From an optimization exercise on the open Yosys and OpenROAD flow, aimed at small area; shortcuts taken in it are not production practice.
Only simulation tests tie the RTL to the original design; equivalence was not proved.
No activity file was given, so power comes from the tool's default toggle rates.

alpha:
==> flow/design.v <==
`default_nettype none
package tsvm_pkg;
  localparam int StackDepth = 16;
  localparam int DataWidth  = 32;
  localparam logic [3:0] KindPush   = 4'd0;
  localparam logic [3:0] KindIstore = 4'd1;
  localparam logic [3:0] KindPrint  = 4'd2;
  localparam logic [3:0] KindNot    = 4'd3;
  localparam logic [3:0] KindLt     = 4'd4;
  localparam logic [3:0] KindGt     = 4'd5;
  localparam logic [3:0] KindAdd    = 4'd6;
  localparam logic [3:0] KindSub    = 4'd7;
  localparam logic [3:0] KindMul    = 4'd8;
  localparam logic [3:0] KindDiv    = 4'd9;
  localparam logic [3:0] KindOr     = 4'd10;
  localparam logic [3:0] KindEq     = 4'd11;
  localparam logic [3:0] KindAnd    = 4'd12;
  localparam logic [1:0] StOk      = 2'd0;
  localparam logic [1:0] StUnder   = 2'd1;
  localparam logic [1:0] StOver    = 2'd2;
  localparam logic [1:0] StDivZero = 2'd3;
endpackage
`default_nettype wire
`default_nettype none
import tsvm_pkg::*;
module two_stack_integer_vm (
  input  wire logic               clk_i,
  input  wire logic               rst_ni,
  input  wire logic               push,
  output logic                    full,
  input  wire logic [3:0]         kind_i,
  input  wire logic signed [31:0] immediate_i,
  output logic                    empty,
  input  wire logic               pop,
  output logic signed [31:0]      value_o,
  output logic [1:0]              status_o
);
  logic [31:0] os [StackDepth];    
  logic [31:0] rs [StackDepth];    
  logic       owe, rwe;
  logic [3:0] owa, rwa, rra;
  logic [1:0] owd, rwd;
  logic [1:0] rdA, rdB, rdR;
  for (genvar j = 0; j < StackDepth; j++) begin : g_ent
    always_ff @(posedge clk_i) begin
      os[j] <= {(owe && owa == j) ? owd : os[j][1:0], os[j][31:2]};
      rs[j] <= {(rwe && rwa == j) ? rwd : rs[j][1:0], rs[j][31:2]};
    end
  end
  logic [3:0]  ph;           
  logic [5:0]  c;            
  logic        act;          
  logic        ov;           
  logic [1:0]  st_q;
  logic [31:0] ob;           
  logic [4:0]  oc, rc;       
  logic        cy;           
  logic        shR, shB;     
  logic        zl, zr;       
  logic        sl, sr;       
  logic        sg;           
  logic        bq;           
  logic [3:0] oc_m1, oc_m2, rc_m1;
  assign oc_m1 = oc[3:0] - 4'd1;
  assign oc_m2 = oc[3:0] - 4'd2;
  assign rc_m1 = rc[3:0] - 4'd1;
  logic k_push, k_ist, k_prt, k_not, k_lt, k_gt, k_add, k_sub, k_mul, k_div;
  logic k_or, k_eq, k_and, k_bin;
  assign k_push = kind_i == KindPush;
  assign k_ist  = kind_i == KindIstore;
  assign k_prt  = kind_i == KindPrint;
  assign k_not  = kind_i == KindNot;
  assign k_lt   = kind_i == KindLt;
  assign k_gt   = kind_i == KindGt;
  assign k_add  = kind_i == KindAdd;
  assign k_sub  = kind_i == KindSub;
  assign k_mul  = kind_i == KindMul;
  assign k_div  = kind_i == KindDiv;
  assign k_or   = kind_i == KindOr;
  assign k_eq   = kind_i == KindEq;
  assign k_and  = kind_i == KindAnd;
  assign k_bin  = (kind_i >= KindLt) && (kind_i <= KindAnd);
  logic       oc_full, oc_zero, oc_lt2, rc_full, rc_zero;
  assign oc_full = oc[4];
  assign oc_zero = (oc == 5'd0);
  assign oc_lt2  = (oc[4:1] == 4'd0);
  assign rc_full = rc[4];
  assign rc_zero = (rc == 5'd0);
  logic       chk_err;
  logic [1:0] chk_st;
  always_comb begin
    chk_err = 1'b0;
    chk_st  = StDivZero;
    if (k_push) begin
      if (oc_full) begin chk_err = 1'b1; chk_st = StOver; end
    end else if (k_ist) begin
      if (rc_zero) begin chk_err = 1'b1; chk_st = StUnder; end
      else if (oc_full) begin chk_err = 1'b1; chk_st = StOver; end
    end else if (k_prt || k_not) begin
      if (oc_zero) begin chk_err = 1'b1; chk_st = StUnder; end
    end else if (k_bin) begin
      if (oc_lt2) begin chk_err = 1'b1; chk_st = StUnder; end
      else if (rc_full) begin chk_err = 1'b1; chk_st = StOver; end
    end
  end
  logic c0, c1, c2, c_last_div, errp, emit, ok, fin, ph0, ph15;
  assign ph0  = (ph == 4'd0);
  assign ph15 = (ph == 4'd15);
  assign c0   = (c == 6'd0);
  assign c1   = (c == 6'd1);
  assign c2   = (c == 6'd2);
  assign c_last_div = (c == 6'd34);
  assign errp = chk_err | (k_div & ~c0 & ~zr);
  assign emit = errp | k_prt;
  assign ok   = act & ~errp;
  logic last;
  always_comb begin
    if (errp)                                   last = 1'b1;
    else if (k_mul)                             last = (c == 6'd32);
    else if (k_div)                             last = c_last_div;
    else if (k_not || (k_bin && !k_add && !k_sub)) last = c1;
    else                                        last = 1'b1;
  end
  assign fin  = act & ph15 & last;
  assign full = ~fin;
  assign rra = k_ist ? rc_m1 : rc[3:0];
  logic [1:0] ev [StackDepth/2];
  logic [1:0] od [StackDepth/2];
  for (genvar j = 0; j < StackDepth/2; j++) begin : g_eo
    assign ev[j] = os[2*j][1:0];
    assign od[j] = os[2*j+1][1:0];
  end
  logic [2:0] ea, oa;
  logic [1:0] rdE, rdO;
  assign ea  = oc_m1[0] ? oc_m2[3:1] : oc_m1[3:1];
  assign oa  = oc_m1[0] ? oc_m1[3:1] : oc_m2[3:1];
  assign rdE = ev[ea];
  assign rdO = od[oa];
  assign rdA = oc_m1[0] ? rdO : rdE;
  assign rdB = oc_m1[0] ? rdE : rdO;
  logic [31:0] wR;
  assign wR  = rs[rra];
  assign rdR = wR[1:0];
  logic [1:0] imm_d;
  assign imm_d = immediate_i[{ph, 1'b0} +: 2];
  logic div_p1, div_d, div_f, mul_a, first;
  assign div_p1 = k_div & c1;                     
  assign div_d  = k_div & ~c0 & ~c1 & ~c_last_div;  
  assign div_f  = k_div & c_last_div;             
  assign mul_a  = k_mul & ~c0;                    
  assign first  = (k_mul & c1) | (k_div & c2);    
  logic [1:0] rdRg, shiftR, shiftB, X, Y, Ys, S;
  logic       inv, cin, cc1, cc2, x32, sgn;
  assign rdRg   = first ? 2'b00 : rdR;
  assign shiftR = {rdRg[0], ph0 ? (k_div & bq) : shR};
  assign shiftB = {rdB[0],  ph0 ? (k_div & ~sg) : shB};
  always_comb begin
    if (k_add || k_sub || k_lt || k_gt) X = rdB;
    else if (mul_a || div_d)            X = shiftR;
    else                                X = 2'b00;
    if (div_p1)     Ys = rdB;
    else if (div_f) Ys = shiftB;
    else if (k_mul) Ys = bq ? rdA : 2'b00;
    else            Ys = rdA;
    if (k_sub || k_lt || k_gt) inv = 1'b1;
    else if (div_p1)           inv = sl;
    else if (div_d)            inv = (sg == sr);
    else if (div_f)            inv = sl ^ sr;
    else                       inv = 1'b0;
  end
  assign Y   = Ys ^ {2{inv}};
  assign cin = ph0 ? (inv & ~k_gt) : cy;
  assign S[0] = X[0] ^ Y[0] ^ cin;
  assign cc1  = (X[0] & Y[0]) | (X[0] & cin) | (Y[0] & cin);
  assign S[1] = X[1] ^ Y[1] ^ cc1;
  assign cc2  = (X[1] & Y[1]) | (X[1] & cc1) | (Y[1] & cc1);
  assign x32  = k_div ? rdRg[1] : X[1];
  assign sgn  = x32 ^ Y[1] ^ cc2;
  logic res;
  always_comb begin
    if (k_lt)      res = sg;
    else if (k_gt) res = ~sg;
    else if (k_or) res = zl | zr;
    else if (k_eq) res = ~(zl ^ zr);
    else           res = zl & zr;
  end
  always_comb begin
    owe = 1'b0;
    owa = oc[3:0];
    owd = imm_d;
    if (k_push) begin
      owe = ok & c0;
    end else if (k_ist) begin
      owe = ok & c0;
      owd = rdR;
    end else if (k_not) begin
      owe = ok & c1;
      owa = oc_m1;
      owd = {1'b0, ph0 & ~zr};
    end else if (k_mul || k_div) begin
      owe = ok & (k_mul | ~c0);
      owa = oc_m2;
      owd = div_p1 ? {S[0], ph0 ? 1'b0 : shB} : shiftB;
    end
  end
  assign rwa = rc[3:0];
  always_comb begin
    rwe = 1'b0;
    rwd = S;
    if (k_add || k_sub)  rwe = ok & c0;
    else if (k_mul)      rwe = ok & ~c0;
    else if (k_div)      rwe = ok & ~c0 & ~c1;
    else if (k_bin) begin
      rwe = ok & c1;
      rwd = {1'b0, ph0 & res};
    end
  end
  always_ff @(posedge clk_i) begin
    if (!act)      c <= '0;
    else if (ph15) c <= c + 6'd1;
    cy  <= cc2;
    shR <= rdRg[1];
    shB <= div_p1 ? S[1] : rdB[1];
    if (act) begin
      if (c0) begin
        zr <= (~ph0 & zr) | rdA[1] | rdA[0];
        zl <= (~ph0 & zl) | rdB[1] | rdB[0];
      end
      if (ph15) begin
        bq <= div_p1 ? S[1] : rdB[1];
        if (c0) begin
          sl <= rdB[1];
          sr <= rdA[1];
        end
        if (k_div) begin
          if (c0)         sg <= 1'b0;
          else if (div_d) sg <= sgn;
        end else if (c0) begin
          sg <= sgn;
        end
      end
      if (emit) ob <= {(k_prt & ~errp) ? rdA : 2'b00, ob[31:2]};
      if (fin && emit) st_q <= errp ? chk_st : StOk;
    end
  end
  always_ff @(posedge clk_i or negedge rst_ni) begin
    if (!rst_ni) begin
      ph  <= '0;
      act <= 1'b0;
      ov  <= 1'b0;
      oc  <= '0;
      rc  <= '0;
    end else begin
      ph <= ph + 4'd1;
      if (!act) begin
        if (push && ph15 && !ov) act <= 1'b1;
      end else if (ph15) begin
        if (last) act <= 1'b0;
      end
      if (fin && emit)  ov <= 1'b1;
      else if (pop)     ov <= 1'b0;
      if (fin && !errp) begin
        if (k_push) oc <= oc + 5'd1;
        else if (k_ist) begin
          oc <= oc + 5'd1;
          rc <= rc - 5'd1;
        end else if (k_prt) oc <= oc - 5'd1;
        else if (k_bin) begin
          oc <= oc - 5'd2;
          rc <= rc + 5'd1;
        end
      end
    end
  end
  assign empty    = ~ov;
  assign value_o  = ob;
  assign status_o = st_q;
endmodule
`default_nettype wire
clock: 10.0 ns
lec_check: 0
abc_area: 1
cap_margin: 20
core_margin: 2
core_utilization: 40
slew_margin: 20
standard.sh (not shown) runs the stock make flow with config.mk's settings and CLKGATE_MAP_FILE= SYNTH_SCRIPT=/design/flow/synth_recipe.tcl, a recipe that flattens the netlist after the stock synthesis.
==> flow/flow/run.sh <==
#!/bin/bash
set -euo pipefail
export CTS_ARGS="-sink_clustering_enable -repair_clock_nets -dont_use_dummy_load -buf_list sky130_fd_sc_hd__clkbuf_8 -sink_clustering_size 16 -sink_clustering_max_diameter 60"
export BUFFER_PORTS_ARGS="-buffer_cell sky130_fd_sc_hd__buf_1"
bash standard.sh finish > flow_make.log 2>&1
Input-level comparison between beta and alpha:
--- a/flow/design.v
+++ b/flow/design.v
@@ -35,13 +35,13 @@
   output logic signed [31:0]      value_o,
   output logic [1:0]              status_o
 );
   logic [31:0] os [StackDepth];    
   logic [31:0] rs [StackDepth];    
   logic       owe, rwe;
-  logic [3:0] owa, rwa, rra;
+  logic [3:0] owa, rwa;
   logic [1:0] owd, rwd;
   logic [1:0] rdA, rdB, rdR;
   for (genvar j = 0; j < StackDepth; j++) begin : g_ent
     always_ff @(posedge clk_i) begin
       os[j] <= {(owe && owa == j) ? owd : os[j][1:0], os[j][31:2]};
       rs[j] <= {(rwe && rwa == j) ? rwd : rs[j][1:0], rs[j][31:2]};
@@ -120,13 +120,12 @@
     else if (k_div)                             last = c_last_div;
     else if (k_not || (k_bin && !k_add && !k_sub)) last = c1;
     else                                        last = 1'b1;
   end
   assign fin  = act & ph15 & last;
   assign full = ~fin;
-  assign rra = k_ist ? rc_m1 : rc[3:0];
   logic [1:0] ev [StackDepth/2];
   logic [1:0] od [StackDepth/2];
   for (genvar j = 0; j < StackDepth/2; j++) begin : g_eo
     assign ev[j] = os[2*j][1:0];
     assign od[j] = os[2*j+1][1:0];
   end
@@ -136,25 +135,32 @@
   assign oa  = oc_m1[0] ? oc_m1[3:1] : oc_m2[3:1];
   assign rdE = ev[ea];
   assign rdO = od[oa];
   assign rdA = oc_m1[0] ? rdO : rdE;
   assign rdB = oc_m1[0] ? rdE : rdO;
   logic [31:0] wR;
-  assign wR  = rs[rra];
+  assign wR  = rs[rc_m1];
   assign rdR = wR[1:0];
   logic [1:0] imm_d;
-  assign imm_d = immediate_i[{ph, 1'b0} +: 2];
+  logic [15:0] phoh;
+  always_comb begin
+    imm_d = 2'b00;
+    for (int i = 0; i < 16; i++) begin
+      phoh[i] = (ph == i);
+      imm_d = imm_d | ({2{phoh[i]}} & immediate_i[2*i +: 2]);
+    end
+  end
   logic div_p1, div_d, div_f, mul_a, first;
   assign div_p1 = k_div & c1;                     
   assign div_d  = k_div & ~c0 & ~c1 & ~c_last_div;  
   assign div_f  = k_div & c_last_div;             
   assign mul_a  = k_mul & ~c0;                    
   assign first  = (k_mul & c1) | (k_div & c2);    
   logic [1:0] rdRg, shiftR, shiftB, X, Y, Ys, S;
   logic       inv, cin, cc1, cc2, x32, sgn;
-  assign rdRg   = first ? 2'b00 : rdR;
+  assign rdRg   = first ? 2'b00 : ob[1:0];
   assign shiftR = {rdRg[0], ph0 ? (k_div & bq) : shR};
   assign shiftB = {rdB[0],  ph0 ? (k_div & ~sg) : shB};
   always_comb begin
     if (k_add || k_sub || k_lt || k_gt) X = rdB;
     else if (mul_a || div_d)            X = shiftR;
     else                                X = 2'b00;
@@ -236,13 +242,14 @@
           if (c0)         sg <= 1'b0;
           else if (div_d) sg <= sgn;
         end else if (c0) begin
           sg <= sgn;
         end
       end
-      if (emit) ob <= {(k_prt & ~errp) ? rdA : 2'b00, ob[31:2]};
+      if (emit)               ob <= {(k_prt & ~errp) ? rdA : 2'b00, ob[31:2]};
+      else if (mul_a || div_d) ob <= {S, ob[31:2]};
       if (fin && emit) st_q <= errp ? chk_st : StOk;
     end
   end
   always_ff @(posedge clk_i or negedge rst_ni) begin
     if (!rst_ni) begin
       ph  <= '0;
beta ended with every stage complete and zero timing, DRC or antenna violations.
When the final numbers for beta and alpha were put side by side, the post-DP HPWL turned out to be greater in alpha.
Where global-route wire length before repair is concerned, alpha is outperformed by beta.
Per the comparison of beta with alpha, count of mapped cells out of synthesis fell by 1.0%; total power picked up an extra 3.1%; total routed wirelength -750 um; biggest fanout along the worst timing path saw a decrease; area fraction in compound gates after synthesis fell 0.73 points.

## re-timing with driven ports
In the flow no input, the clock included, has a driving cell. The finished layouts below were timed again as built, in two steps.
Step 1: set_driving_cell puts a clkbuf_16 on clk_i and a buf_2 on each other input, an assumption about the parent block.
Step 2, shift: input delay + t, output delay - t, t = (earliest + latest rising clock arrival at the registers) / 2. This alone moves slack from input paths to output paths.
Three values: no drivers, after step 1, after step 2; two values: the first two.
| run | t (ns) | setup WS [ns] | worst data-port slew with drivers (ns) | cell pins on the clock port's net |
|---|---|---|---|---|
| alpha | 0.681 | 4.094 / 4.062 / 4.062 | 0.04 | 1 |
| beta | 0.678 | 3.899 / 3.827 / 3.827 | 0.07 | 1 |
After both steps setup and hold are still met in every run listed. For beta, which loses most, drivers alone change the setup slack by -0.072 ns; drivers and shift together by -0.072 ns.
